From an optimization exercise on the open Yosys and OpenROAD flow, aimed at small area; shortcuts taken in it are not production practice. No functional check of the RTL was part of any run shown here.

<file path="design/flow/design.v">
module pdm_capture_pipeline #(
  parameter int CHANNELS   = 4,
  parameter int CIC_ORDER  = 3,
  parameter int CIC_DELAY  = 1,
  parameter int ACC_WIDTH  = 32,
  parameter int PCM_WIDTH  = 16,
  parameter int FIFO_DEPTH = 8,
  localparam int CH_W  = (CHANNELS > 1) ? $clog2(CHANNELS) : 1,
  localparam int CNT_W = $clog2(FIFO_DEPTH) + 1
) (
  input  logic                 clk_i,
  input  logic                 rst_n_i,
  input  logic                 clk_en_i,
  input  logic                 pdm_i,
  input  logic                 pdm_valid_i,
  input  logic [CH_W-1:0]      pdm_channel_i,
  input  logic [6:0]           decimation_i,
  input  logic [4:0]           norm_shift_i,
  input  logic [15:0]          gain_i,
  output logic [PCM_WIDTH-1:0] pcm_o,
  output logic [CH_W-1:0]      pcm_channel_o,
  output logic                 pcm_valid_o,
  input  logic                 pcm_ready_i,
  output logic [CNT_W-1:0]     fifo_count_o,
  output logic                 overflow_o,
  input  logic                 clear_overflow_i
);
  localparam int AW  = CNT_W - 1;
  localparam int SW  = 22;   
  localparam int P2W = 20;   
  logic [SW-1:0]  r_y   [CHANNELS];
  logic [SW-1:0]  r_p1  [CHANNELS];
  logic [P2W-1:0] r_p2  [CHANNELS];
  logic [6:0]     r_cnt [CHANNELS];
  logic [CHANNELS-1:0] r_live;
  logic            r_in_valid, r_in_bit;
  logic [CH_W-1:0] r_in_ch;
  logic            r_s2_valid, r_s3_valid, r_s4_valid;
  logic [SW-1:0]   r_s2_data;
  logic [15:0]     r_s3_data, r_s4_data;
  logic [CH_W-1:0] r_s2_ch, r_s3_ch, r_s4_ch;
  logic            w_live, w_done, w_nx;
  logic [6:0]      w_i, w_r, w_na, w_nc;
  logic [SW-1:0]   w_y, w_p1, w_sa, w_sb;
  logic [P2W-1:0]  w_p2, w_sc;
  logic [12:0]     w_wa, w_wc;
  logic [13:0]     w_rr, w_wb;
  always_comb begin
    w_live = 1'b0;
    w_y    = '0;
    w_p1   = '0;
    w_p2   = '0;
    w_i    = '0;
    for (int c = 0; c < CHANNELS; c++) begin
      if (r_in_ch == CH_W'(c)) begin
        w_live = r_live[c];
        w_y    = r_y[c];
        w_p1   = r_p1[c];
        w_p2   = r_p2[c];
        w_i    = r_cnt[c];
      end
    end
    if (!w_live) begin
      w_y  = '0;
      w_p1 = '0;
      w_i  = '0;
    end
    if (w_i < 7'd3) w_p2 = '0;
    w_r    = (decimation_i < 7'd2) ? 7'd2 : decimation_i;
    w_na   = w_r - w_i;
    w_done = (w_na == 7'd1);
    w_nc   = w_i - 7'd1;
    w_wa   = 13'((14'(w_na) * (14'(w_na) + 14'd1)) >> 1);
    w_wc   = 13'((14'(w_nc) * 14'(w_i)) >> 1);   
    w_rr   = 14'(w_r) * 14'(w_r);
    w_wb   = w_rr - 14'(w_wa) - 14'(w_wc);
    w_nx   = ~r_in_bit;
    w_sa   = w_y  + (SW'(w_wa) ^ {SW{w_nx}}) + SW'(w_nx);
    w_sb   = w_p1 + (SW'(w_wb) ^ {SW{w_nx}}) + SW'(w_nx);
    w_sc   = w_p2 + (P2W'(w_wc) ^ {P2W{w_nx}}) + P2W'(w_nx);
  end
  always_ff @(posedge clk_i or negedge rst_n_i) begin
    if (!rst_n_i) begin
      r_live     <= '0;
      r_in_valid <= 1'b0;
      r_s2_valid <= 1'b0;
    end else if (!clk_en_i) begin
      r_live     <= '0;
      r_in_valid <= 1'b0;
      r_s2_valid <= 1'b0;
    end else begin
      r_in_valid <= pdm_valid_i;
      r_s2_valid <= r_in_valid & w_done;
      for (int c = 0; c < CHANNELS; c++)
        if (r_in_valid && (r_in_ch == CH_W'(c))) r_live[c] <= 1'b1;
    end
  end
  always_ff @(posedge clk_i) begin
    r_in_bit  <= pdm_i;
    r_in_ch   <= pdm_channel_i;
    r_s2_data <= w_sa;
    r_s2_ch   <= r_in_ch;
    for (int c = 0; c < CHANNELS; c++) begin
      if (r_in_valid && (r_in_ch == CH_W'(c))) begin
        r_y[c]   <= w_done ? w_sb : w_sa;
        r_p1[c]  <= w_done ? SW'($signed(w_sc)) : w_sb;
        r_p2[c]  <= w_sc;
        r_cnt[c] <= w_done ? 7'd0 : w_i + 7'd1;
      end
    end
  end
  logic signed [SW-1:0] w_shifted;
  logic [15:0]          w_norm, w_gained;
  logic [15:0]          w_round;
  logic m_0;
  logic m_1;
  logic m_2;
  logic m_3;
  logic m_4;
  logic m_5;
  logic m_6;
  logic m_7;
  logic m_8;
  logic m_9;
  logic m_10;
  logic m_11;
  logic m_12;
  logic m_13;
  logic m_14;
  logic m_15;
  logic m_16;
  logic m_17;
  logic m_18;
  logic m_19;
  logic m_20;
  logic m_21;
  logic m_22;
  logic m_23;
  logic m_24;
  logic m_25;
  logic m_26;
  logic m_27;
  logic m_28;
  logic m_29;
  logic m_30;
  logic m_31;
  logic m_32;
  logic m_33;
  logic m_34;
  logic m_35;
  logic m_36;
  logic m_37;
  logic m_38;
  logic m_39;
  logic m_40;
  logic m_41;
  logic m_42;
  logic m_43;
  logic m_44;
  logic m_45;
  logic m_46;
  logic m_47;
  logic m_48;
  logic m_49;
  logic m_50;
  logic m_51;
  logic m_52;
  logic m_53;
  logic m_54;
  logic m_55;
  logic m_56;
  logic m_57;
  logic m_58;
  logic m_59;
  logic m_60;
  logic m_61;
  logic m_62;
  logic m_63;
  logic m_64;
  logic m_65;
  logic m_66;
  logic m_67;
  logic m_68;
  logic m_69;
  logic m_70;
  logic m_71;
  logic m_72;
  logic m_73;
  logic m_74;
  logic m_75;
  logic m_76;
  logic m_77;
  logic m_78;
  logic m_79;
  logic m_80;
  logic m_81;
  logic m_82;
  logic m_83;
  logic m_84;
  logic m_85;
  logic m_86;
  logic m_87;
  logic m_88;
  logic m_89;
  logic m_90;
  logic m_91;
  logic m_92;
  logic m_93;
  logic m_94;
  logic m_95;
  logic m_96;
  logic m_97;
  logic m_98;
  logic m_99;
  logic m_100;
  logic m_101;
  logic m_102;
  logic m_103;
  logic m_104;
  logic m_105;
  logic m_106;
  logic m_107;
  logic m_108;
  logic m_109;
  logic m_110;
  logic m_111;
  logic m_112;
  logic m_113;
  logic m_114;
  logic m_115;
  logic m_116;
  logic m_117;
  logic m_118;
  logic m_119;
  logic m_120;
  logic m_121;
  logic m_122;
  logic m_123;
  logic m_124;
  logic m_125;
  logic m_126;
  logic m_127;
  logic m_128;
  logic m_129;
  logic m_130;
  logic m_131;
  logic m_132;
  logic m_133;
  logic m_134;
  logic m_135;
  logic m_136;
  logic m_137;
  logic m_138;
  logic m_139;
  logic m_140;
  logic m_141;
  logic m_142;
  logic m_143;
  logic m_144;
  logic m_145;
  logic m_146;
  logic m_147;
  logic m_148;
  logic m_149;
  logic m_150;
  logic m_151;
  logic m_152;
  logic m_153;
  logic m_154;
  logic m_155;
  logic m_156;
  logic m_157;
  logic m_158;
  logic m_159;
  logic m_160;
  logic m_161;
  logic m_162;
  logic m_163;
  logic m_164;
  logic m_165;
  logic m_166;
  logic m_167;
  logic m_168;
  logic m_169;
  logic m_170;
  logic m_171;
  logic m_172;
  logic m_173;
  logic m_174;
  logic m_175;
  logic m_176;
  logic m_177;
  logic m_178;
  logic m_179;
  logic m_180;
  logic m_181;
  logic m_182;
  logic m_183;
  logic m_184;
  logic m_185;
  logic m_186;
  logic m_187;
  logic m_188;
  logic m_189;
  logic m_190;
  logic m_191;
  logic m_192;
  logic m_193;
  logic m_194;
  logic m_195;
  logic m_196;
  logic m_197;
  logic m_198;
  logic m_199;
  logic m_200;
  logic m_201;
  logic m_202;
  logic m_203;
  logic m_204;
  logic m_205;
  logic m_206;
  logic m_207;
  logic m_208;
  logic m_209;
  logic m_210;
  logic m_211;
  logic m_212;
  logic m_213;
  logic m_214;
  logic m_215;
  logic m_216;
  logic m_217;
  logic m_218;
  logic m_219;
  logic m_220;
  logic m_221;
  logic m_222;
  logic m_223;
  logic m_224;
  logic m_225;
  logic m_226;
  logic m_227;
  logic m_228;
  logic m_229;
  logic m_230;
  logic m_231;
  logic m_232;
  logic m_233;
  logic m_234;
  logic m_235;
  logic m_236;
  logic m_237;
  logic m_238;
  logic m_239;
  logic m_240;
  logic m_241;
  logic m_242;
  logic m_243;
  logic m_244;
  logic m_245;
  logic m_246;
  logic m_247;
  logic m_248;
  logic m_249;
  logic m_250;
  logic m_251;
  logic m_252;
  logic m_253;
  logic m_254;
  logic m_255;
  logic m_256;
  logic m_257;
  logic m_258;
  logic m_259;
  logic m_260;
  logic m_261;
  logic m_262;
  logic m_263;
  logic m_264;
  logic m_265;
  logic m_266;
  logic m_267;
  logic m_268;
  logic m_269;
  logic m_270;
  logic m_271;
  logic m_272;
  logic m_273;
  logic m_274;
  logic m_275;
  logic m_276;
  logic m_277;
  logic m_278;
  logic m_279;
  logic m_280;
  logic m_281;
  logic m_282;
  logic m_283;
  logic m_284;
  logic m_285;
  logic m_286;
  logic m_287;
  logic m_288;
  logic m_289;
  logic m_290;
  logic m_291;
  logic m_292;
  logic m_293;
  logic m_294;
  logic m_295;
  logic m_296;
  logic m_297;
  logic m_298;
  logic m_299;
  logic m_300;
  logic m_301;
  logic m_302;
  logic m_303;
  logic m_304;
  logic m_305;
  logic m_306;
  logic m_307;
  logic m_308;
  logic m_309;
  logic m_310;
  logic m_311;
  logic m_312;
  logic m_313;
  logic m_314;
  logic m_315;
  logic m_316;
  logic m_317;
  logic m_318;
  logic m_319;
  logic m_320;
  logic m_321;
  logic m_322;
  logic m_323;
  logic m_324;
  logic m_325;
  logic m_326;
  logic m_327;
  logic m_328;
  logic m_329;
  logic m_330;
  logic m_331;
  logic m_332;
  logic m_333;
  logic m_334;
  logic m_335;
  logic m_336;
  logic m_337;
  logic m_338;
  logic m_339;
  logic m_340;
  logic m_341;
  logic m_342;
  logic m_343;
  logic m_344;
  logic m_345;
  logic m_346;
  logic m_347;
  logic m_348;
  logic m_349;
  logic m_350;
  logic m_351;
  logic m_352;
  logic m_353;
  logic m_354;
  logic m_355;
  logic m_356;
  logic m_357;
  logic m_358;
  logic m_359;
  logic m_360;
  logic m_361;
  logic m_362;
  logic m_363;
  logic m_364;
  logic m_365;
  logic m_366;
  logic m_367;
  logic m_368;
  logic m_369;
  logic m_370;
  logic m_371;
  logic m_372;
  logic m_373;
  logic m_374;
  logic m_375;
  logic m_376;
  logic m_377;
  logic m_378;
  logic m_379;
  logic m_380;
  logic m_381;
  logic m_382;
  logic m_383;
  logic m_384;
  logic m_385;
  logic m_386;
  logic m_387;
  logic m_388;
  logic m_389;
  logic m_390;
  logic m_391;
  logic m_392;
  logic m_393;
  logic m_394;
  logic m_395;
  logic m_396;
  logic m_397;
  logic m_398;
  logic m_399;
  logic m_400;
  logic m_401;
  logic m_402;
  logic m_403;
  logic m_404;
  logic m_405;
  logic m_406;
  logic m_407;
  logic m_408;
  logic m_409;
  logic m_410;
  logic m_411;
  logic m_412;
  logic m_413;
  logic m_414;
  logic m_415;
  logic m_416;
  logic m_417;
  logic m_418;
  logic m_419;
  logic m_420;
  logic m_421;
  logic m_422;
  logic m_423;
  logic m_424;
  logic m_425;
  logic m_426;
  logic m_427;
  logic m_428;
  logic m_429;
  logic m_430;
  logic m_431;
  logic m_432;
  logic m_433;
  logic m_434;
  logic m_435;
  logic m_436;
  logic m_437;
  logic m_438;
  logic m_439;
  logic m_440;
  logic m_441;
  logic m_442;
  logic m_443;
  logic m_444;
  logic m_445;
  logic m_446;
  logic m_447;
  logic m_448;
  logic m_449;
  logic m_450;
  logic m_451;
  logic m_452;
  logic m_453;
  logic m_454;
  logic m_455;
  logic m_456;
  logic m_457;
  logic m_458;
  logic m_459;
  logic m_460;
  logic m_461;
  logic m_462;
  logic m_463;
  logic m_464;
  logic m_465;
  logic m_466;
  logic m_467;
  logic m_468;
  logic m_469;
  logic [30:0] m_row0;
  logic [30:0] m_row1;
  logic [30:0] m_sum;
  assign m_0 = r_s3_data[0] ^ 1'b0;
  assign m_1 = (r_s3_data[1] & ~r_s3_data[0] & ~1'b0) | (~r_s3_data[1] & r_s3_data[0] & 1'b0);
  assign m_2 = (m_0 & gain_i[0]) ^ r_s3_data[1];
  assign m_3 = ((m_0 & gain_i[1]) | (m_1 & gain_i[0])) ^ r_s3_data[1];
  assign m_4 = ((m_0 & gain_i[2]) | (m_1 & gain_i[1])) ^ r_s3_data[1];
  assign m_5 = ((m_0 & gain_i[3]) | (m_1 & gain_i[2])) ^ r_s3_data[1];
  assign m_6 = ((m_0 & gain_i[4]) | (m_1 & gain_i[3])) ^ r_s3_data[1];
  assign m_7 = ((m_0 & gain_i[5]) | (m_1 & gain_i[4])) ^ r_s3_data[1];
  assign m_8 = ((m_0 & gain_i[6]) | (m_1 & gain_i[5])) ^ r_s3_data[1];
  assign m_9 = ((m_0 & gain_i[7]) | (m_1 & gain_i[6])) ^ r_s3_data[1];
  assign m_10 = ((m_0 & gain_i[8]) | (m_1 & gain_i[7])) ^ r_s3_data[1];
  assign m_11 = ((m_0 & gain_i[9]) | (m_1 & gain_i[8])) ^ r_s3_data[1];
  assign m_12 = ((m_0 & gain_i[10]) | (m_1 & gain_i[9])) ^ r_s3_data[1];
  assign m_13 = ((m_0 & gain_i[11]) | (m_1 & gain_i[10])) ^ r_s3_data[1];
  assign m_14 = ((m_0 & gain_i[12]) | (m_1 & gain_i[11])) ^ r_s3_data[1];
  assign m_15 = ((m_0 & gain_i[13]) | (m_1 & gain_i[12])) ^ r_s3_data[1];
  assign m_16 = ((m_0 & gain_i[14]) | (m_1 & gain_i[13])) ^ r_s3_data[1];
  assign m_17 = ((m_0 & gain_i[15]) | (m_1 & gain_i[14])) ^ r_s3_data[1];
  assign m_18 = ~(((m_0 & gain_i[15]) | (m_1 & gain_i[15])) ^ r_s3_data[1]);
  assign m_19 = r_s3_data[2] ^ r_s3_data[1];
  assign m_20 = (r_s3_data[3] & ~r_s3_data[2] & ~r_s3_data[1]) | (~r_s3_data[3] & r_s3_data[2] & r_s3_data[1]);
  assign m_21 = (m_19 & gain_i[0]) ^ r_s3_data[3];
  assign m_22 = ((m_19 & gain_i[1]) | (m_20 & gain_i[0])) ^ r_s3_data[3];
  assign m_23 = ((m_19 & gain_i[2]) | (m_20 & gain_i[1])) ^ r_s3_data[3];
  assign m_24 = ((m_19 & gain_i[3]) | (m_20 & gain_i[2])) ^ r_s3_data[3];
  assign m_25 = ((m_19 & gain_i[4]) | (m_20 & gain_i[3])) ^ r_s3_data[3];
  assign m_26 = ((m_19 & gain_i[5]) | (m_20 & gain_i[4])) ^ r_s3_data[3];
  assign m_27 = ((m_19 & gain_i[6]) | (m_20 & gain_i[5])) ^ r_s3_data[3];
  assign m_28 = ((m_19 & gain_i[7]) | (m_20 & gain_i[6])) ^ r_s3_data[3];
  assign m_29 = ((m_19 & gain_i[8]) | (m_20 & gain_i[7])) ^ r_s3_data[3];
  assign m_30 = ((m_19 & gain_i[9]) | (m_20 & gain_i[8])) ^ r_s3_data[3];
  assign m_31 = ((m_19 & gain_i[10]) | (m_20 & gain_i[9])) ^ r_s3_data[3];
  assign m_32 = ((m_19 & gain_i[11]) | (m_20 & gain_i[10])) ^ r_s3_data[3];
  assign m_33 = ((m_19 & gain_i[12]) | (m_20 & gain_i[11])) ^ r_s3_data[3];
  assign m_34 = ((m_19 & gain_i[13]) | (m_20 & gain_i[12])) ^ r_s3_data[3];
  assign m_35 = ((m_19 & gain_i[14]) | (m_20 & gain_i[13])) ^ r_s3_data[3];
  assign m_36 = ((m_19 & gain_i[15]) | (m_20 & gain_i[14])) ^ r_s3_data[3];
  assign m_37 = ~(((m_19 & gain_i[15]) | (m_20 & gain_i[15])) ^ r_s3_data[3]);
  assign m_38 = r_s3_data[4] ^ r_s3_data[3];
  assign m_39 = (r_s3_data[5] & ~r_s3_data[4] & ~r_s3_data[3]) | (~r_s3_data[5] & r_s3_data[4] & r_s3_data[3]);
  assign m_40 = (m_38 & gain_i[0]) ^ r_s3_data[5];
  assign m_41 = ((m_38 & gain_i[1]) | (m_39 & gain_i[0])) ^ r_s3_data[5];
  assign m_42 = ((m_38 & gain_i[2]) | (m_39 & gain_i[1])) ^ r_s3_data[5];
  assign m_43 = ((m_38 & gain_i[3]) | (m_39 & gain_i[2])) ^ r_s3_data[5];
  assign m_44 = ((m_38 & gain_i[4]) | (m_39 & gain_i[3])) ^ r_s3_data[5];
  assign m_45 = ((m_38 & gain_i[5]) | (m_39 & gain_i[4])) ^ r_s3_data[5];
  assign m_46 = ((m_38 & gain_i[6]) | (m_39 & gain_i[5])) ^ r_s3_data[5];
  assign m_47 = ((m_38 & gain_i[7]) | (m_39 & gain_i[6])) ^ r_s3_data[5];
  assign m_48 = ((m_38 & gain_i[8]) | (m_39 & gain_i[7])) ^ r_s3_data[5];
  assign m_49 = ((m_38 & gain_i[9]) | (m_39 & gain_i[8])) ^ r_s3_data[5];
  assign m_50 = ((m_38 & gain_i[10]) | (m_39 & gain_i[9])) ^ r_s3_data[5];
  assign m_51 = ((m_38 & gain_i[11]) | (m_39 & gain_i[10])) ^ r_s3_data[5];
  assign m_52 = ((m_38 & gain_i[12]) | (m_39 & gain_i[11])) ^ r_s3_data[5];
  assign m_53 = ((m_38 & gain_i[13]) | (m_39 & gain_i[12])) ^ r_s3_data[5];
  assign m_54 = ((m_38 & gain_i[14]) | (m_39 & gain_i[13])) ^ r_s3_data[5];
  assign m_55 = ((m_38 & gain_i[15]) | (m_39 & gain_i[14])) ^ r_s3_data[5];
  assign m_56 = ~(((m_38 & gain_i[15]) | (m_39 & gain_i[15])) ^ r_s3_data[5]);
  assign m_57 = r_s3_data[6] ^ r_s3_data[5];
  assign m_58 = (r_s3_data[7] & ~r_s3_data[6] & ~r_s3_data[5]) | (~r_s3_data[7] & r_s3_data[6] & r_s3_data[5]);
  assign m_59 = (m_57 & gain_i[0]) ^ r_s3_data[7];
  assign m_60 = ((m_57 & gain_i[1]) | (m_58 & gain_i[0])) ^ r_s3_data[7];
  assign m_61 = ((m_57 & gain_i[2]) | (m_58 & gain_i[1])) ^ r_s3_data[7];
  assign m_62 = ((m_57 & gain_i[3]) | (m_58 & gain_i[2])) ^ r_s3_data[7];
  assign m_63 = ((m_57 & gain_i[4]) | (m_58 & gain_i[3])) ^ r_s3_data[7];
  assign m_64 = ((m_57 & gain_i[5]) | (m_58 & gain_i[4])) ^ r_s3_data[7];
  assign m_65 = ((m_57 & gain_i[6]) | (m_58 & gain_i[5])) ^ r_s3_data[7];
  assign m_66 = ((m_57 & gain_i[7]) | (m_58 & gain_i[6])) ^ r_s3_data[7];
  assign m_67 = ((m_57 & gain_i[8]) | (m_58 & gain_i[7])) ^ r_s3_data[7];
  assign m_68 = ((m_57 & gain_i[9]) | (m_58 & gain_i[8])) ^ r_s3_data[7];
  assign m_69 = ((m_57 & gain_i[10]) | (m_58 & gain_i[9])) ^ r_s3_data[7];
  assign m_70 = ((m_57 & gain_i[11]) | (m_58 & gain_i[10])) ^ r_s3_data[7];
  assign m_71 = ((m_57 & gain_i[12]) | (m_58 & gain_i[11])) ^ r_s3_data[7];
  assign m_72 = ((m_57 & gain_i[13]) | (m_58 & gain_i[12])) ^ r_s3_data[7];
  assign m_73 = ((m_57 & gain_i[14]) | (m_58 & gain_i[13])) ^ r_s3_data[7];
  assign m_74 = ((m_57 & gain_i[15]) | (m_58 & gain_i[14])) ^ r_s3_data[7];
  assign m_75 = ~(((m_57 & gain_i[15]) | (m_58 & gain_i[15])) ^ r_s3_data[7]);
  assign m_76 = r_s3_data[8] ^ r_s3_data[7];
  assign m_77 = (r_s3_data[9] & ~r_s3_data[8] & ~r_s3_data[7]) | (~r_s3_data[9] & r_s3_data[8] & r_s3_data[7]);
  assign m_78 = (m_76 & gain_i[0]) ^ r_s3_data[9];
  assign m_79 = ((m_76 & gain_i[1]) | (m_77 & gain_i[0])) ^ r_s3_data[9];
  assign m_80 = ((m_76 & gain_i[2]) | (m_77 & gain_i[1])) ^ r_s3_data[9];
  assign m_81 = ((m_76 & gain_i[3]) | (m_77 & gain_i[2])) ^ r_s3_data[9];
  assign m_82 = ((m_76 & gain_i[4]) | (m_77 & gain_i[3])) ^ r_s3_data[9];
  assign m_83 = ((m_76 & gain_i[5]) | (m_77 & gain_i[4])) ^ r_s3_data[9];
  assign m_84 = ((m_76 & gain_i[6]) | (m_77 & gain_i[5])) ^ r_s3_data[9];
  assign m_85 = ((m_76 & gain_i[7]) | (m_77 & gain_i[6])) ^ r_s3_data[9];
  assign m_86 = ((m_76 & gain_i[8]) | (m_77 & gain_i[7])) ^ r_s3_data[9];
  assign m_87 = ((m_76 & gain_i[9]) | (m_77 & gain_i[8])) ^ r_s3_data[9];
  assign m_88 = ((m_76 & gain_i[10]) | (m_77 & gain_i[9])) ^ r_s3_data[9];
  assign m_89 = ((m_76 & gain_i[11]) | (m_77 & gain_i[10])) ^ r_s3_data[9];
  assign m_90 = ((m_76 & gain_i[12]) | (m_77 & gain_i[11])) ^ r_s3_data[9];
  assign m_91 = ((m_76 & gain_i[13]) | (m_77 & gain_i[12])) ^ r_s3_data[9];
  assign m_92 = ((m_76 & gain_i[14]) | (m_77 & gain_i[13])) ^ r_s3_data[9];
  assign m_93 = ((m_76 & gain_i[15]) | (m_77 & gain_i[14])) ^ r_s3_data[9];
  assign m_94 = ~(((m_76 & gain_i[15]) | (m_77 & gain_i[15])) ^ r_s3_data[9]);
  assign m_95 = r_s3_data[10] ^ r_s3_data[9];
  assign m_96 = (r_s3_data[11] & ~r_s3_data[10] & ~r_s3_data[9]) | (~r_s3_data[11] & r_s3_data[10] & r_s3_data[9]);
  assign m_97 = (m_95 & gain_i[0]) ^ r_s3_data[11];
  assign m_98 = ((m_95 & gain_i[1]) | (m_96 & gain_i[0])) ^ r_s3_data[11];
  assign m_99 = ((m_95 & gain_i[2]) | (m_96 & gain_i[1])) ^ r_s3_data[11];
  assign m_100 = ((m_95 & gain_i[3]) | (m_96 & gain_i[2])) ^ r_s3_data[11];
  assign m_101 = ((m_95 & gain_i[4]) | (m_96 & gain_i[3])) ^ r_s3_data[11];
  assign m_102 = ((m_95 & gain_i[5]) | (m_96 & gain_i[4])) ^ r_s3_data[11];
  assign m_103 = ((m_95 & gain_i[6]) | (m_96 & gain_i[5])) ^ r_s3_data[11];
  assign m_104 = ((m_95 & gain_i[7]) | (m_96 & gain_i[6])) ^ r_s3_data[11];
  assign m_105 = ((m_95 & gain_i[8]) | (m_96 & gain_i[7])) ^ r_s3_data[11];
  assign m_106 = ((m_95 & gain_i[9]) | (m_96 & gain_i[8])) ^ r_s3_data[11];
  assign m_107 = ((m_95 & gain_i[10]) | (m_96 & gain_i[9])) ^ r_s3_data[11];
  assign m_108 = ((m_95 & gain_i[11]) | (m_96 & gain_i[10])) ^ r_s3_data[11];
  assign m_109 = ((m_95 & gain_i[12]) | (m_96 & gain_i[11])) ^ r_s3_data[11];
  assign m_110 = ((m_95 & gain_i[13]) | (m_96 & gain_i[12])) ^ r_s3_data[11];
  assign m_111 = ((m_95 & gain_i[14]) | (m_96 & gain_i[13])) ^ r_s3_data[11];
  assign m_112 = ((m_95 & gain_i[15]) | (m_96 & gain_i[14])) ^ r_s3_data[11];
  assign m_113 = ~(((m_95 & gain_i[15]) | (m_96 & gain_i[15])) ^ r_s3_data[11]);
  assign m_114 = r_s3_data[12] ^ r_s3_data[11];
  assign m_115 = (r_s3_data[13] & ~r_s3_data[12] & ~r_s3_data[11]) | (~r_s3_data[13] & r_s3_data[12] & r_s3_data[11]);
  assign m_116 = (m_114 & gain_i[0]) ^ r_s3_data[13];
  assign m_117 = ((m_114 & gain_i[1]) | (m_115 & gain_i[0])) ^ r_s3_data[13];
  assign m_118 = ((m_114 & gain_i[2]) | (m_115 & gain_i[1])) ^ r_s3_data[13];
  assign m_119 = ((m_114 & gain_i[3]) | (m_115 & gain_i[2])) ^ r_s3_data[13];
  assign m_120 = ((m_114 & gain_i[4]) | (m_115 & gain_i[3])) ^ r_s3_data[13];
  assign m_121 = ((m_114 & gain_i[5]) | (m_115 & gain_i[4])) ^ r_s3_data[13];
  assign m_122 = ((m_114 & gain_i[6]) | (m_115 & gain_i[5])) ^ r_s3_data[13];
  assign m_123 = ((m_114 & gain_i[7]) | (m_115 & gain_i[6])) ^ r_s3_data[13];
  assign m_124 = ((m_114 & gain_i[8]) | (m_115 & gain_i[7])) ^ r_s3_data[13];
  assign m_125 = ((m_114 & gain_i[9]) | (m_115 & gain_i[8])) ^ r_s3_data[13];
  assign m_126 = ((m_114 & gain_i[10]) | (m_115 & gain_i[9])) ^ r_s3_data[13];
  assign m_127 = ((m_114 & gain_i[11]) | (m_115 & gain_i[10])) ^ r_s3_data[13];
  assign m_128 = ((m_114 & gain_i[12]) | (m_115 & gain_i[11])) ^ r_s3_data[13];
  assign m_129 = ((m_114 & gain_i[13]) | (m_115 & gain_i[12])) ^ r_s3_data[13];
  assign m_130 = ((m_114 & gain_i[14]) | (m_115 & gain_i[13])) ^ r_s3_data[13];
  assign m_131 = ((m_114 & gain_i[15]) | (m_115 & gain_i[14])) ^ r_s3_data[13];
  assign m_132 = ~(((m_114 & gain_i[15]) | (m_115 & gain_i[15])) ^ r_s3_data[13]);
  assign m_133 = r_s3_data[14] ^ r_s3_data[13];
  assign m_134 = (r_s3_data[15] & ~r_s3_data[14] & ~r_s3_data[13]) | (~r_s3_data[15] & r_s3_data[14] & r_s3_data[13]);
  assign m_135 = (m_133 & gain_i[0]) ^ r_s3_data[15];
  assign m_136 = ((m_133 & gain_i[1]) | (m_134 & gain_i[0])) ^ r_s3_data[15];
  assign m_137 = ((m_133 & gain_i[2]) | (m_134 & gain_i[1])) ^ r_s3_data[15];
  assign m_138 = ((m_133 & gain_i[3]) | (m_134 & gain_i[2])) ^ r_s3_data[15];
  assign m_139 = ((m_133 & gain_i[4]) | (m_134 & gain_i[3])) ^ r_s3_data[15];
  assign m_140 = ((m_133 & gain_i[5]) | (m_134 & gain_i[4])) ^ r_s3_data[15];
  assign m_141 = ((m_133 & gain_i[6]) | (m_134 & gain_i[5])) ^ r_s3_data[15];
  assign m_142 = ((m_133 & gain_i[7]) | (m_134 & gain_i[6])) ^ r_s3_data[15];
  assign m_143 = ((m_133 & gain_i[8]) | (m_134 & gain_i[7])) ^ r_s3_data[15];
  assign m_144 = ((m_133 & gain_i[9]) | (m_134 & gain_i[8])) ^ r_s3_data[15];
  assign m_145 = ((m_133 & gain_i[10]) | (m_134 & gain_i[9])) ^ r_s3_data[15];
  assign m_146 = ((m_133 & gain_i[11]) | (m_134 & gain_i[10])) ^ r_s3_data[15];
  assign m_147 = ((m_133 & gain_i[12]) | (m_134 & gain_i[11])) ^ r_s3_data[15];
  assign m_148 = ((m_133 & gain_i[13]) | (m_134 & gain_i[12])) ^ r_s3_data[15];
  assign m_149 = ((m_133 & gain_i[14]) | (m_134 & gain_i[13])) ^ r_s3_data[15];
  assign m_150 = ((m_133 & gain_i[15]) | (m_134 & gain_i[14])) ^ r_s3_data[15];
  assign m_151 = ~(((m_133 & gain_i[15]) | (m_134 & gain_i[15])) ^ r_s3_data[15]);
  assign m_152 = m_16 ^ m_33;
  assign m_153 = m_16 & m_33;
  assign m_154 = m_12 ^ m_29;
  assign m_155 = m_12 & m_29;
  assign m_156 = m_13 ^ m_30;
  assign m_157 = m_13 & m_30;
  assign m_158 = m_14 ^ m_31;
  assign m_159 = m_158 ^ m_48;
  assign m_160 = (m_14 & m_31) | (m_48 & m_158);
  assign m_161 = m_65 ^ m_82;
  assign m_162 = m_65 & m_82;
  assign m_163 = m_15 ^ m_32;
  assign m_164 = m_163 ^ m_49;
  assign m_165 = (m_15 & m_32) | (m_49 & m_163);
  assign m_166 = m_66 ^ m_83;
  assign m_167 = m_66 & m_83;
  assign m_168 = m_50 ^ m_67;
  assign m_169 = m_168 ^ m_84;
  assign m_170 = (m_50 & m_67) | (m_84 & m_168);
  assign m_171 = m_101 ^ m_118;
  assign m_172 = m_171 ^ m_135;
  assign m_173 = (m_101 & m_118) | (m_135 & m_171);
  assign m_174 = r_s3_data[15] ^ 1'b1;
  assign m_175 = r_s3_data[15] & 1'b1;
  assign m_176 = m_17 ^ m_34;
  assign m_177 = m_176 ^ m_51;
  assign m_178 = (m_17 & m_34) | (m_51 & m_176);
  assign m_179 = m_68 ^ m_85;
  assign m_180 = m_179 ^ m_102;
  assign m_181 = (m_68 & m_85) | (m_102 & m_179);
  assign m_182 = m_119 ^ m_136;
  assign m_183 = m_182 ^ m_153;
  assign m_184 = (m_119 & m_136) | (m_153 & m_182);
  assign m_185 = m_18 ^ m_35;
  assign m_186 = m_185 ^ m_52;
  assign m_187 = (m_18 & m_35) | (m_52 & m_185);
  assign m_188 = m_69 ^ m_86;
  assign m_189 = m_188 ^ m_103;
  assign m_190 = (m_69 & m_86) | (m_103 & m_188);
  assign m_191 = m_120 ^ m_137;
  assign m_192 = m_191 ^ 1'b1;
  assign m_193 = (m_120 & m_137) | (1'b1 & m_191);
  assign m_194 = m_36 ^ m_53;
  assign m_195 = m_194 ^ m_70;
  assign m_196 = (m_36 & m_53) | (m_70 & m_194);
  assign m_197 = m_87 ^ m_104;
  assign m_198 = m_197 ^ m_121;
  assign m_199 = (m_87 & m_104) | (m_121 & m_197);
  assign m_200 = m_138 ^ 1'b1;
  assign m_201 = m_138 & 1'b1;
  assign m_202 = m_37 ^ m_54;
  assign m_203 = m_202 ^ m_71;
  assign m_204 = (m_37 & m_54) | (m_71 & m_202);
  assign m_205 = m_88 ^ m_105;
  assign m_206 = m_205 ^ m_122;
  assign m_207 = (m_88 & m_105) | (m_122 & m_205);
  assign m_208 = m_55 ^ m_72;
  assign m_209 = m_208 ^ m_89;
  assign m_210 = (m_55 & m_72) | (m_89 & m_208);
  assign m_211 = m_106 ^ m_123;
  assign m_212 = m_106 & m_123;
  assign m_213 = m_56 ^ m_73;
  assign m_214 = m_213 ^ m_90;
  assign m_215 = (m_56 & m_73) | (m_90 & m_213);
  assign m_216 = m_74 ^ m_91;
  assign m_217 = m_74 & m_91;
  assign m_218 = m_8 ^ m_25;
  assign m_219 = m_8 & m_25;
  assign m_220 = m_9 ^ m_26;
  assign m_221 = m_9 & m_26;
  assign m_222 = m_10 ^ m_27;
  assign m_223 = m_222 ^ m_44;
  assign m_224 = (m_10 & m_27) | (m_44 & m_222);
  assign m_225 = m_61 ^ m_78;
  assign m_226 = m_61 & m_78;
  assign m_227 = m_11 ^ m_28;
  assign m_228 = m_227 ^ m_45;
  assign m_229 = (m_11 & m_28) | (m_45 & m_227);
  assign m_230 = m_62 ^ m_79;
  assign m_231 = m_62 & m_79;
  assign m_232 = m_46 ^ m_63;
  assign m_233 = m_232 ^ m_80;
  assign m_234 = (m_46 & m_63) | (m_80 & m_232);
  assign m_235 = m_97 ^ r_s3_data[11];
  assign m_236 = m_235 ^ m_154;
  assign m_237 = (m_97 & r_s3_data[11]) | (m_154 & m_235);
  assign m_238 = m_47 ^ m_64;
  assign m_239 = m_238 ^ m_81;
  assign m_240 = (m_47 & m_64) | (m_81 & m_238);
  assign m_241 = m_98 ^ m_155;
  assign m_242 = m_241 ^ m_156;
  assign m_243 = (m_98 & m_155) | (m_156 & m_241);
  assign m_244 = m_99 ^ m_116;
  assign m_245 = m_244 ^ r_s3_data[13];
  assign m_246 = (m_99 & m_116) | (r_s3_data[13] & m_244);
  assign m_247 = m_157 ^ m_159;
  assign m_248 = m_247 ^ m_161;
  assign m_249 = (m_157 & m_159) | (m_161 & m_247);
  assign m_250 = m_100 ^ m_117;
  assign m_251 = m_250 ^ m_160;
  assign m_252 = (m_100 & m_117) | (m_160 & m_250);
  assign m_253 = m_162 ^ m_164;
  assign m_254 = m_253 ^ m_166;
  assign m_255 = (m_162 & m_164) | (m_166 & m_253);
  assign m_256 = m_152 ^ m_165;
  assign m_257 = m_256 ^ m_167;
  assign m_258 = (m_152 & m_165) | (m_167 & m_256);
  assign m_259 = m_169 ^ m_172;
  assign m_260 = m_259 ^ m_174;
  assign m_261 = (m_169 & m_172) | (m_174 & m_259);
  assign m_262 = m_170 ^ m_173;
  assign m_263 = m_262 ^ m_175;
  assign m_264 = (m_170 & m_173) | (m_175 & m_262);
  assign m_265 = m_177 ^ m_180;
  assign m_266 = m_265 ^ m_183;
  assign m_267 = (m_177 & m_180) | (m_183 & m_265);
  assign m_268 = m_178 ^ m_181;
  assign m_269 = m_268 ^ m_184;
  assign m_270 = (m_178 & m_181) | (m_184 & m_268);
  assign m_271 = m_186 ^ m_189;
  assign m_272 = m_271 ^ m_192;
  assign m_273 = (m_186 & m_189) | (m_192 & m_271);
  assign m_274 = m_187 ^ m_190;
  assign m_275 = m_274 ^ m_193;
  assign m_276 = (m_187 & m_190) | (m_193 & m_274);
  assign m_277 = m_195 ^ m_198;
  assign m_278 = m_277 ^ m_200;
  assign m_279 = (m_195 & m_198) | (m_200 & m_277);
  assign m_280 = m_139 ^ m_196;
  assign m_281 = m_280 ^ m_199;
  assign m_282 = (m_139 & m_196) | (m_199 & m_280);
  assign m_283 = m_201 ^ m_203;
  assign m_284 = m_283 ^ m_206;
  assign m_285 = (m_201 & m_203) | (m_206 & m_283);
  assign m_286 = m_140 ^ 1'b1;
  assign m_287 = m_286 ^ m_204;
  assign m_288 = (m_140 & 1'b1) | (m_204 & m_286);
  assign m_289 = m_207 ^ m_209;
  assign m_290 = m_289 ^ m_211;
  assign m_291 = (m_207 & m_209) | (m_211 & m_289);
  assign m_292 = m_107 ^ m_124;
  assign m_293 = m_292 ^ m_141;
  assign m_294 = (m_107 & m_124) | (m_141 & m_292);
  assign m_295 = m_210 ^ m_212;
  assign m_296 = m_295 ^ m_214;
  assign m_297 = (m_210 & m_212) | (m_214 & m_295);
  assign m_298 = m_108 ^ m_125;
  assign m_299 = m_298 ^ m_142;
  assign m_300 = (m_108 & m_125) | (m_142 & m_298);
  assign m_301 = 1'b1 ^ m_215;
  assign m_302 = m_301 ^ m_216;
  assign m_303 = (1'b1 & m_215) | (m_216 & m_301);
  assign m_304 = m_75 ^ m_92;
  assign m_305 = m_304 ^ m_109;
  assign m_306 = (m_75 & m_92) | (m_109 & m_304);
  assign m_307 = m_126 ^ m_143;
  assign m_308 = m_307 ^ m_217;
  assign m_309 = (m_126 & m_143) | (m_217 & m_307);
  assign m_310 = m_93 ^ m_110;
  assign m_311 = m_310 ^ m_127;
  assign m_312 = (m_93 & m_110) | (m_127 & m_310);
  assign m_313 = m_144 ^ 1'b1;
  assign m_314 = m_144 & 1'b1;
  assign m_315 = m_94 ^ m_111;
  assign m_316 = m_315 ^ m_128;
  assign m_317 = (m_94 & m_111) | (m_128 & m_315);
  assign m_318 = m_112 ^ m_129;
  assign m_319 = m_112 & m_129;
  assign m_320 = m_6 ^ m_23;
  assign m_321 = m_6 & m_23;
  assign m_322 = m_7 ^ m_24;
  assign m_323 = m_7 & m_24;
  assign m_324 = m_42 ^ m_59;
  assign m_325 = m_324 ^ r_s3_data[7];
  assign m_326 = (m_42 & m_59) | (r_s3_data[7] & m_324);
  assign m_327 = m_43 ^ m_60;
  assign m_328 = m_327 ^ m_219;
  assign m_329 = (m_43 & m_60) | (m_219 & m_327);
  assign m_330 = r_s3_data[9] ^ m_221;
  assign m_331 = m_330 ^ m_223;
  assign m_332 = (r_s3_data[9] & m_221) | (m_223 & m_330);
  assign m_333 = m_224 ^ m_226;
  assign m_334 = m_333 ^ m_228;
  assign m_335 = (m_224 & m_226) | (m_228 & m_333);
  assign m_336 = m_229 ^ m_231;
  assign m_337 = m_336 ^ m_233;
  assign m_338 = (m_229 & m_231) | (m_233 & m_336);
  assign m_339 = m_234 ^ m_237;
  assign m_340 = m_339 ^ m_239;
  assign m_341 = (m_234 & m_237) | (m_239 & m_339);
  assign m_342 = m_240 ^ m_243;
  assign m_343 = m_342 ^ m_245;
  assign m_344 = (m_240 & m_243) | (m_245 & m_342);
  assign m_345 = m_246 ^ m_249;
  assign m_346 = m_345 ^ m_251;
  assign m_347 = (m_246 & m_249) | (m_251 & m_345);
  assign m_348 = m_252 ^ m_255;
  assign m_349 = m_348 ^ m_257;
  assign m_350 = (m_252 & m_255) | (m_257 & m_348);
  assign m_351 = m_258 ^ m_261;
  assign m_352 = m_351 ^ m_263;
  assign m_353 = (m_258 & m_261) | (m_263 & m_351);
  assign m_354 = m_264 ^ m_267;
  assign m_355 = m_354 ^ m_269;
  assign m_356 = (m_264 & m_267) | (m_269 & m_354);
  assign m_357 = m_270 ^ m_273;
  assign m_358 = m_357 ^ m_275;
  assign m_359 = (m_270 & m_273) | (m_275 & m_357);
  assign m_360 = m_276 ^ m_279;
  assign m_361 = m_360 ^ m_281;
  assign m_362 = (m_276 & m_279) | (m_281 & m_360);
  assign m_363 = m_282 ^ m_285;
  assign m_364 = m_363 ^ m_287;
  assign m_365 = (m_282 & m_285) | (m_287 & m_363);
  assign m_366 = m_288 ^ m_291;
  assign m_367 = m_366 ^ m_293;
  assign m_368 = (m_288 & m_291) | (m_293 & m_366);
  assign m_369 = m_294 ^ m_297;
  assign m_370 = m_369 ^ m_299;
  assign m_371 = (m_294 & m_297) | (m_299 & m_369);
  assign m_372 = m_300 ^ m_303;
  assign m_373 = m_372 ^ m_305;
  assign m_374 = (m_300 & m_303) | (m_305 & m_372);
  assign m_375 = m_306 ^ m_309;
  assign m_376 = m_375 ^ m_311;
  assign m_377 = (m_306 & m_309) | (m_311 & m_375);
  assign m_378 = m_145 ^ m_312;
  assign m_379 = m_378 ^ m_314;
  assign m_380 = (m_145 & m_312) | (m_314 & m_378);
  assign m_381 = m_146 ^ 1'b1;
  assign m_382 = m_381 ^ m_317;
  assign m_383 = (m_146 & 1'b1) | (m_317 & m_381);
  assign m_384 = m_113 ^ m_130;
  assign m_385 = m_384 ^ m_147;
  assign m_386 = (m_113 & m_130) | (m_147 & m_384);
  assign m_387 = m_131 ^ m_148;
  assign m_388 = m_131 & m_148;
  assign m_389 = m_4 ^ m_21;
  assign m_390 = m_4 & m_21;
  assign m_391 = m_5 ^ m_22;
  assign m_392 = m_5 & m_22;
  assign m_393 = m_40 ^ r_s3_data[5];
  assign m_394 = m_393 ^ m_320;
  assign m_395 = (m_40 & r_s3_data[5]) | (m_320 & m_393);
  assign m_396 = m_41 ^ m_321;
  assign m_397 = m_396 ^ m_322;
  assign m_398 = (m_41 & m_321) | (m_322 & m_396);
  assign m_399 = m_218 ^ m_323;
  assign m_400 = m_399 ^ m_325;
  assign m_401 = (m_218 & m_323) | (m_325 & m_399);
  assign m_402 = m_220 ^ m_326;
  assign m_403 = m_402 ^ m_328;
  assign m_404 = (m_220 & m_326) | (m_328 & m_402);
  assign m_405 = m_225 ^ m_329;
  assign m_406 = m_405 ^ m_331;
  assign m_407 = (m_225 & m_329) | (m_331 & m_405);
  assign m_408 = m_230 ^ m_332;
  assign m_409 = m_408 ^ m_334;
  assign m_410 = (m_230 & m_332) | (m_334 & m_408);
  assign m_411 = m_236 ^ m_335;
  assign m_412 = m_411 ^ m_337;
  assign m_413 = (m_236 & m_335) | (m_337 & m_411);
  assign m_414 = m_242 ^ m_338;
  assign m_415 = m_414 ^ m_340;
  assign m_416 = (m_242 & m_338) | (m_340 & m_414);
  assign m_417 = m_248 ^ m_341;
  assign m_418 = m_417 ^ m_343;
  assign m_419 = (m_248 & m_341) | (m_343 & m_417);
  assign m_420 = m_254 ^ m_344;
  assign m_421 = m_420 ^ m_346;
  assign m_422 = (m_254 & m_344) | (m_346 & m_420);
  assign m_423 = m_260 ^ m_347;
  assign m_424 = m_423 ^ m_349;
  assign m_425 = (m_260 & m_347) | (m_349 & m_423);
  assign m_426 = m_266 ^ m_350;
  assign m_427 = m_426 ^ m_352;
  assign m_428 = (m_266 & m_350) | (m_352 & m_426);
  assign m_429 = m_272 ^ m_353;
  assign m_430 = m_429 ^ m_355;
  assign m_431 = (m_272 & m_353) | (m_355 & m_429);
  assign m_432 = m_278 ^ m_356;
  assign m_433 = m_432 ^ m_358;
  assign m_434 = (m_278 & m_356) | (m_358 & m_432);
  assign m_435 = m_284 ^ m_359;
  assign m_436 = m_435 ^ m_361;
  assign m_437 = (m_284 & m_359) | (m_361 & m_435);
  assign m_438 = m_290 ^ m_362;
  assign m_439 = m_438 ^ m_364;
  assign m_440 = (m_290 & m_362) | (m_364 & m_438);
  assign m_441 = m_296 ^ m_365;
  assign m_442 = m_441 ^ m_367;
  assign m_443 = (m_296 & m_365) | (m_367 & m_441);
  assign m_444 = m_302 ^ m_368;
  assign m_445 = m_444 ^ m_370;
  assign m_446 = (m_302 & m_368) | (m_370 & m_444);
  assign m_447 = m_308 ^ m_371;
  assign m_448 = m_447 ^ m_373;
  assign m_449 = (m_308 & m_371) | (m_373 & m_447);
  assign m_450 = m_313 ^ m_374;
  assign m_451 = m_450 ^ m_376;
  assign m_452 = (m_313 & m_374) | (m_376 & m_450);
  assign m_453 = m_316 ^ m_377;
  assign m_454 = m_453 ^ m_379;
  assign m_455 = (m_316 & m_377) | (m_379 & m_453);
  assign m_456 = m_318 ^ m_380;
  assign m_457 = m_456 ^ m_382;
  assign m_458 = (m_318 & m_380) | (m_382 & m_456);
  assign m_459 = m_319 ^ m_383;
  assign m_460 = m_459 ^ m_385;
  assign m_461 = (m_319 & m_383) | (m_385 & m_459);
  assign m_462 = 1'b1 ^ m_386;
  assign m_463 = m_462 ^ m_387;
  assign m_464 = (1'b1 & m_386) | (m_387 & m_462);
  assign m_465 = m_132 ^ m_149;
  assign m_466 = m_465 ^ m_388;
  assign m_467 = (m_132 & m_149) | (m_388 & m_465);
  assign m_468 = m_150 ^ 1'b1;
  assign m_469 = m_150 & 1'b1;
  assign m_row0 = {m_151, m_467, m_464, m_461, m_458, m_455, m_452, m_449, m_446, m_443, m_440, m_437, m_434, m_431, m_428, m_425, m_422, m_419, m_416, m_413, m_410, m_407, m_404, m_401, m_398, m_395, m_392, m_390, r_s3_data[3], m_3, m_2};
  assign m_row1 = {m_469, m_468, m_466, m_463, m_460, m_457, m_454, m_451, m_448, m_445, m_442, m_439, m_436, m_433, m_430, m_427, m_424, m_421, m_418, m_415, m_412, m_409, m_406, m_403, m_400, m_397, m_394, m_391, m_389, 1'b0, r_s3_data[1]};
  assign m_sum = m_row0 + m_row1;
  assign w_round = {m_sum[30], m_sum[29], m_sum[28], m_sum[27], m_sum[26], m_sum[25], m_sum[24], m_sum[23], m_sum[22], m_sum[21], m_sum[20], m_sum[19], m_sum[18], m_sum[17], m_sum[16], m_sum[15]};
  always_comb begin
    w_shifted = $signed(r_s2_data) >>> norm_shift_i;
    if (w_shifted[SW-1:15] == '0 || w_shifted[SW-1:15] == '1) w_norm = w_shifted[15:0];
    else w_norm = w_shifted[SW-1] ? 16'h8000 : 16'h7FFF;
    if (r_s3_data == 16'h8000 && gain_i == 16'h8000) w_gained = 16'h7FFF;
    else w_gained = w_round;
  end
  always_ff @(posedge clk_i or negedge rst_n_i) begin
    if (!rst_n_i) begin
      r_s3_valid <= 1'b0;
      r_s4_valid <= 1'b0;
    end else begin
      r_s3_valid <= clk_en_i & r_s2_valid;
      r_s4_valid <= clk_en_i & r_s3_valid;
    end
  end
  always_ff @(posedge clk_i) begin
    r_s3_data <= w_norm;
    r_s3_ch   <= r_s2_ch;
    r_s4_data <= w_gained;
    r_s4_ch   <= r_s3_ch;
  end
  logic [15:0]      r_mem    [FIFO_DEPTH];
  logic [CH_W-1:0]  r_mem_ch [FIFO_DEPTH];
  logic [AW:0]      r_wr, r_rd;
  logic             r_overflow;
  logic [CNT_W-1:0] w_count;
  logic             w_empty, w_full, w_pop, w_push, w_drop;
  always_comb begin
    w_count = r_wr - r_rd;
    w_empty = (w_count == '0);
    w_full  = (w_count == CNT_W'(FIFO_DEPTH));
    w_pop   = !w_empty && pcm_ready_i;
    w_push  = r_s4_valid && (!w_full || w_pop);
    w_drop  = r_s4_valid && w_full && !w_pop;
  end
  always_ff @(posedge clk_i) begin
    if (w_push) begin
      r_mem[r_wr[AW-1:0]]    <= r_s4_data;
      r_mem_ch[r_wr[AW-1:0]] <= r_s4_ch;
    end
  end
  always_ff @(posedge clk_i or negedge rst_n_i) begin
    if (!rst_n_i) begin
      r_wr       <= '0;
      r_rd       <= '0;
      r_overflow <= 1'b0;
    end else begin
      if (w_push) r_wr <= r_wr + 1'b1;
      if (w_pop)  r_rd <= r_rd + 1'b1;
      if (w_drop)                r_overflow <= 1'b1;
      else if (clear_overflow_i) r_overflow <= 1'b0;
    end
  end
  assign pcm_valid_o   = !w_empty;
  assign pcm_o         = w_empty ? '0 : r_mem[r_rd[AW-1:0]];
  assign pcm_channel_o = w_empty ? '0 : r_mem_ch[r_rd[AW-1:0]];
  assign fifo_count_o  = w_count;
  assign overflow_o    = r_overflow;
endmodule
</file>
<file path="design/flow/run.sh">
#!/bin/bash
# synth_recipe.tcl (not shown) runs the flow's synth.tcl, then flattens the netlist and writes it again
# the make line also repeats each setting of config.mk as NAME=value (left out here)
make -C /OpenROAD-flow-scripts/flow DESIGN_CONFIG=/design/flow/config.mk WORK_HOME=/design/flow/orfs CLKGATE_MAP_FILE= SYNTH_SCRIPT=/design/flow/synth_recipe.tcl finish
</file>
<file path="design/flow/config.mk">
export PLATFORM = sky130hd
export DESIGN_NAME = pdm_capture_pipeline
export DESIGN_NICKNAME = pdm_capture_pipeline
export VERILOG_FILES = /design/flow/design.v
export SDC_FILE = /design/flow/constraint.sdc
export NUM_CORES = 4
export LEC_CHECK = 0
export CAP_MARGIN = 20
export CORE_MARGIN = 2
export CORE_UTILIZATION = 40
export SLEW_MARGIN = 20
</file>
<file path="design/flow/constraint.sdc">
create_clock -name core_clock -period 11.0 [get_ports {clk_i}]
set_input_delay 2.2000 -clock core_clock [delete_from_list [all_inputs] [get_ports {clk_i}]]
set_output_delay 2.2000 -clock core_clock [all_outputs]
set_load 0.01 [all_outputs]
</file>
==> impl_metrics.json, run 1 <==
{
  "status": "complete, but fails checks",
  "so_faults": "setup timing",
  "cp_slowest_stage_delay_ps": 560,
  "syn_area_um2": 36600,
  "arrival_ps": 12780,
  "synth_top_cell_area_share_pct": 35.1,
  "grt_pass1_wl_mm": 148,
  "cpMostUsedCell": "fa_1",
  "drcViolationCount": 0,
  "synth_warnings": 5,
  "syn-num-nets": 3870,
  "wirelength_mm": 92.9,
  "die_h_um": 306,
  "syn_area_per_cell_um2": 10.7,
  "slew_violations": 0,
  "hold_viol": 0,
  "hp-class": "flop to flop",
  "insertion_delay_ps": 610,
  "floorplan.initialDensity_pct": 40.5,
  "synth_fa_ha_area_share_pct": 17.9,
  "cpMaxStageDelayCell": "fa_1",
  "hold_buffers": 0,
  "synth_edf_count": 428,
  "wl_per_cell_um": 19.2,
  "ys_top_cells_by_area": "edfxtp_1 35%, fa_1 9.7%, ha_1 7.8%, mux4_2 6.6%, nand2_1 3.6%",
  "num_vias": 26300,
  "cts_max_level": 2,
  "fin_util_pct": 47.6,
  "syn_inst": 3426,
  "grt_overflow_total": 0,
  "synth_mux_area_share_pct": 9.32,
  "max_clock_freq_ghz": 0.0805,
  "clockRootBuffer": "clkbuf_16",
  "relSlewSlack_pct": 33.4,
  "ys_top_cells_by_count": "428 x edfxtp_1, 347 x nand2_1, 309 x inv_1",
  "cts_buffers": 51,
  "synth_ff_type": "edfxtp_1",
  "port_buffers": 60,
  "track_usage_pct": 19.8,
  "ant_nets": 0,
  "nets": 4053,
  "period_share_pct": 113,
  "numClockSinks": 508,
  "dp_cells": 4705,
  "clk_pin_slew_ps": 60,
  "synthMostInstantiatedCell": "edfxtp_1",
  "dp_hpwl_mm": 63.8,
  "place.gp.congestion": 0.844,
  "filler_cell_count": 8234,
  "rsz0062_at_grt": "true",
  "worstSetupPathType": "primary input to flop",
  "period_needed_ps": 12430,
  "synth-compound-area-share_pct": 12.1,
  "clockBufferDepth": 3,
  "die_x_um": 306,
  "setup_violations": 120,
  "vias_per_cell": 5.46,
  "antenna_found_initial": 0,
  "drt_pre_antenna_iters": 5,
  "synth-simple-area-share_pct": 11.1,
  "drive_gt1_share_pct": 19.6,
  "tightest_slew_ps": 1000,
  "max-cap-violations": 0,
  "required_ps": 11350,
  "cp-start-kind": "primary input",
  "synth.yosys.seq_area_share_pct": 39.7,
  "async_reset_ff_share_pct": 3.35,
  "synth_top_family_by_area": "adder cells",
  "area_delta_synth_final_pct": 17.4,
  "synth_top_area_cell": "edfxtp_1",
  "grt_pass1_vias": 26000,
  "num_rows": 110,
  "core_area_um2": 90300,
  "io_pins": 61,
  "grt_max_degree": 74,
  "synth-seq-cells": 508,
  "synth.distinct_cells": 82,
  "synth-xor-area-share_pct": 4.18,
  "crit_fanout": 4,
  "cts_tree": "yes",
  "drt_iter0_markers": 1931,
  "final.setup_skew_ps": 39.9,
  "cp-end-kind": "flop",
  "die-area_um2": 93900,
  "fin_tns_setup_ps": -105310,
  "fin_ws_ps": -1430,
  "fin_cells": 4829
}
-- cell type report --
class	instances	area (µm²)	area share, %
clock inverter	39	529	1.23
timing repair buffer	357	2910	6.77
tap	1176	1470	3.43
inverter	312	1180	2.74
sequential	508	14600	33.9
clock buffer	57	1310	3.05
multi-input combinational	2379	21000	48.9
antenna	1	2.50	0.00583
-- metrics by stage --
step / setup slack (ps) / hold slack, ps / area (µm²)
CTS: -1400 / 327 / 42400
floorplan: -1600 / 310 / 36900
detailed placement: -2520 / 312 / 40200
global placement: -2470 / 312 / 40200
global route: -1800 / 337 / 42900
finish: -1430 / 326 / 42900
-- routing by layer --
layer | track usage (%) | vias to the layer above | routed length, µm | part of all wire, %
met3 | 2.20 | 95 | 4610 | 5.0
met5 | 0 | - | 0 | 0
met4 | 3.67 | 0 | 1510 | 1.6
met1 | 28.3 | 13100 | 42900 | 46
met2 | 32.8 | 636 | 43900 | 47
li1 | - | 12500 | - | -
-- worst max-delay path, delay by kind of cell --
| family | cells | cell delay (ps) |
|---|---|---|
| AND/OR/NAND/NOR | 9 | 1930 |
| buffers and inverters | 10 | 650 |
| AO/OA/AOI/OAI | 10 | 1710 |
| adder cells (fa/ha/maj) | 15 | 5750 |
| multiplexers | 2 | 360 |
| XOR/XNOR | 1 | 160 |
-- final timing paths --
path	cells after the start	from	slack, ps	end
max	47	decimation_i[4]	-1430	r_p1[0][21]$_DFFE_PP_
min reg2reg	0	r_s2_ch[0]$_DFF_P_	330	r_s3_ch[0]$_DFF_P_
min	0	r_s2_ch[0]$_DFF_P_	330	r_s3_ch[0]$_DFF_P_
max reg2reg	46	r_in_ch[0]$_DFF_P_	-590	r_p1[0][21]$_DFFE_PP_
min in group asynchronous	1	rst_n_i	2100	r_rd[2]$_DFFE_PN0P_
max in group asynchronous	1	rst_n_i	8280	r_rd[0]$_DFFE_PN0P_
-- logic make-up (layout without fill, tap and decap cells) --
logic type      after synthesis  after routing
xor+xnor                    172            172
mux                         186            186
buf+inv                     539            765
simple gates                905            905
other cells                   0              1
compound gates              696            696
fa+ha+maj                   420            420
flops                       508            508
-- state kept, by name, summed over array words and instances, names as in the netlist, 2 cells and up --
register / cells
r_mem_ch: 16
r_s4_ch: 2
r_s2_data: 22
r_p1: 88
r_cnt: 28
r_s4_data: 16
r_wr: 4
r_rd: 4
r_p2: 80
r_y: 88
r_mem: 128
r_s3_ch: 2
r_s2_ch: 2
r_live: 4
r_in_ch: 2
r_s3_data: 16
-- cell usage in the layout (no fill, tap or decap), types with 29 or more instances in the layout --
master	Yosys	routed
ha_1	229	216
nand2_1	347	326
edfxtp_1	428	428
a21oi_1	213	204
inv_1	309	292
clkbuf_16	0	51
clkdlybuf4s50_1	0	52
dfxtp_1	63	58
o21ai_0	156	136
and2_1	70	69
buf_4	0	274
a21o_1	43	43
fa_1	178	177
nor2_1	276	259
o22ai_1	54	54
mux2i_1	40	40
a22oi_1	40	40
a221oi_1	55	55
mux4_2	108	109
xnor2_1	121	104
nor3_1	36	29
xor2_1	49	42
-- what timing repair did --
action / in CTS / in global routing
buffers inserted: 14 / 22
setup endpoints to repair: 128 / 130
resized for setup: 98 / 81
endpoints found under the hold margin: 0 / 0
pin swaps: 60 / 53
==> run 2: changes to the inputs <==
--- a/design/flow/config.mk
+++ b/design/flow/config.mk
@@ -5,6 +5,7 @@
 export SDC_FILE = /design/flow/constraint.sdc
 export NUM_CORES = 4
 export LEC_CHECK = 0
+export ABC_AREA = 1
 export CAP_MARGIN = 20
 export CORE_MARGIN = 2
 export CORE_UTILIZATION = 40
==> impl_metrics.json, run 2 <==
{
  "rsz0062_at_grt": "true",
  "die-area_um2": 90800,
  "min_to": "r_s4_ch[1]$_DFF_P_",
  "grt_pass1_wl_mm": 149,
  "grt_pass1_vias": 27000,
  "cp-end-kind": "flop",
  "synth_warnings": 5,
  "max-cap-violations": 0,
  "filler_cell_count": 8304,
  "ant_nets": 0,
  "synth_edf_count": 428,
  "final_common_cell": "nand2_1",
  "cpMaxStageDelayCell": "fa_1",
  "mostFrequentLayoutCells": "684 x nand2_1, 438 x inv_1, 428 x edfxtp_1, 226 x nor2_1, 211 x ha_1",
  "drt_iter0_markers": 1933,
  "syn_area_per_cell_um2": 9.36,
  "dp_hpwl_mm": 65.5,
  "vias_per_cell": 5.28,
  "rr_startpoint": "r_in_ch[1]$_DFF_P_",
  "synth_top_area_cell": "edfxtp_1",
  "synth.distinct_cells": 60,
  "drcViolationCount": 0,
  "async_reset_ff_share_pct": 3.35,
  "hp-start": "r_s3_ch[1]$_DFF_P_",
  "tightest_slew_ps": 1120,
  "max_clock_freq_ghz": 0.0875,
  "so_faults": "setup timing",
  "whs_ps": 325,
  "clk_pin_slew_ps": 60,
  "largest_reg_flops": 128,
  "grt_overflow_total": 0,
  "io_pins": 61,
  "cts_buffers": 57,
  "fin_cells": 5163,
  "clockRootBuffer": "clkbuf_16",
  "pre_cts_ws_ps": -1690,
  "arrival_ps": 11810,
  "relSlewSlack_pct": 25.1,
  "ys_top_cells_by_count": "722 x nand2_1, 458 x inv_1, 428 x edfxtp_1",
  "antenna_found_initial": 1,
  "period_share_pct": 104,
  "setup_violations": 100,
  "area_delta_synth_final_pct": 16.4,
  "synth_top_cell_area_share_pct": 36.3,
  "status": "complete, but fails checks",
  "cts_tree": "yes",
  "hp-class": "flop to flop",
  "num_vias": 27300,
  "port_buffers": 60,
  "required_ps": 11380,
  "synthMostInstantiatedCell": "nand2_1",
  "slew_violations": 0,
  "syn-num-nets": 4223,
  "period_needed_ps": 11430,
  "core_area_um2": 88000,
  "reg2reg_depth": 53,
  "worstSetupPathType": "primary input to flop",
  "ys_top_cells_by_area": "edfxtp_1 36%, fa_1 10%, ha_1 8.1%, nand2_1 7.7%, xor2_1 5.3%",
  "synth.yosys.seq_area_share_pct": 41.1,
  "cts_max_level": 2,
  "die_x_um": 301,
  "cp-start-kind": "primary input",
  "nets": 4394,
  "track_usage_pct": 20.8,
  "r2r_slack_ps": 140,
  "wl_per_cell_um": 18.2,
  "crit_buf_inv": 10,
  "num_rows": 109,
  "final.setup_skew_ps": 50.4,
  "syn_inst": 3779,
  "synth-seq-cells": 508,
  "drive_gt1_share_pct": 13.5,
  "insertion_delay_ps": 640,
  "place.gp.congestion": 0.913,
  "hold_viol": 0,
  "wirelength_mm": 94.1,
  "syn_area_um2": 35400,
  "drt_pre_antenna_iters": 7,
  "grt_max_degree": 75,
  "floorplan.initialDensity_pct": 40.2,
  "synth_ff_type": "edfxtp_1",
  "clockBufferDepth": 3,
  "cp_slowest_stage_delay_ps": 570,
  "fin_ws_ps": -432,
  "cpMostUsedCell": "fa_1",
  "worstReg2RegEnd": "r_y[0][18]$_DFFE_PP_",
  "holdPathStages": 0,
  "crit_fanout": 4,
  "die_h_um": 301,
  "numClockSinks": 508,
  "path_delay_family": "adder cells",
  "dp_cells": 5028
}
## run 2: cell types whose count changed after synthesis, sizes merged, moves of 34 or more
cell	delta
a221oi	-47
and2	-62
and3	-34
clkbuf	-43
inv	+159
mux2i	-34
mux4	-118
nand2	+386
nand3	+73
o21ai	+58
o22ai	+79
xnor2	-70
xor2	+167
## run 2: cell type report
cell class	instances	area, µm²	area share, %
clock inverter	33	367	0.890
sequential	508	14500	35.3
multi-input combinational	2631	19200	46.7
clock buffer	73	1550	3.76
antenna	1	2.50	0.00608
tap	1165	1460	3.54
timing repair buffer	270	2230	5.41
inverter	482	1820	4.41
## run 2: worst max path at each step
stage | start | endpoint | slack [ps] | depth (start not counted)
after CTS | decimation_i[4] | r_y[1][18]$_DFFE_PP_ | -440 | 54
after global routing | decimation_i[5] | r_p1[2][20]$_DFFE_PP_ | -860 | 49
after floorplan | decimation_i[4] | r_p1[0][20]$_DFFE_PP_ | -790 | 52
after global placement | decimation_i[1] | r_y[3][18]$_DFFE_PP_ | -1550 | 52
final | decimation_i[5] | r_y[0][18]$_DFFE_PP_ | -430 | 50
after detailed placement | decimation_i[1] | r_y[2][18]$_DFFE_PP_ | -1690 | 52
## run 2: what timing repair did
| item | 4_1_cts | 5_1_grt |
|---|---|---|
| pin swaps | 79 | 63 |
| hold buffers | 0 | 0 |
| resized for setup | 94 | 80 |
| setup buffers | 15 | 18 |
| endpoints found under the setup margin | 132 | 136 |
## run 2: stage by stage
stage / area (µm²) / utilization (%) / setup TNS (ps)
2_1_floorplan: 35600 / - / -62430
3_3_place_gp: 38400 / 43.7 / -170290
3_5_place_dp: 38400 / 43.7 / -185620
4_1_cts: 40700 / 46.3 / -30760
5_1_grt: 41200 / 46.8 / -85560
6_report: 41200 / 46.8 / -30760
## run 2: cell families after synthesis
| family | Yosys count | share of synthesized area, % |
|---|---|---|
| flip-flops | 508 | 41.1 |
| buffers and inverters | 640 | 6.93 |
| AND/OR/NAND/NOR | 1194 | 14.1 |
| AO/OA/AOI/OAI | 756 | 12.8 |
| multiplexers | 6 | 0.170 |
| XOR/XNOR | 268 | 6.74 |
| adder cells (fa/ha/maj) | 407 | 18.2 |
## run 2: worst reg2reg max path: cells and delay by family (launching register included)
family / cells / cell delay (ps)
flops: 1 / 430
compound gates: 7 / 1020
simple gates: 17 / 1630
xor+xnor: 5 / 830
fa+ha+maj: 14 / 5950
buf+inv: 10 / 770
## run 2: routing by layer
layer	global-route usage, %	vias up	wire (µm)
met3	2.18	148	4590
met2	35.9	687	45900
li1	-	13100	-
met5	0	-	0
met4	6.12	0	2640
met1	27.6	13300	41000

## what the ideal ports hide
In the flow no input, the clock included, has a driving cell. The finished layouts below were timed again as built, in two steps. Step 1: set_driving_cell puts a clkbuf_16 on clk_i and a buf_2 on each other input, an assumption about the parent block. Step 2 adds t to the input delays and takes it off the output delays; t is the mean of the earliest and latest rising clock arrival at the registers after step 1. Input paths then give back, and output paths get back, about the clock's delay inside the block. Slacks: ideal / step 1 / step 2; pairs: ideal / step 1.
run | shift t [ns] | slack for setup (ns) | worst hold slack (ns) | worst setup path after step 2 | cell pins on the clock port's net
run 1 | 0.656 | -1.429 / -1.397 / -2.053 | 0.326 / 0.326 / 0.326 | input to register | 1
run 2 | 0.684 | -0.432 / -0.406 / -1.090 | 0.325 / 0.325 / 0.325 | input to register | 1
The setup slack of run 2, which loses most, moves by +0.026 ns with the drivers and by -0.658 ns with both steps.
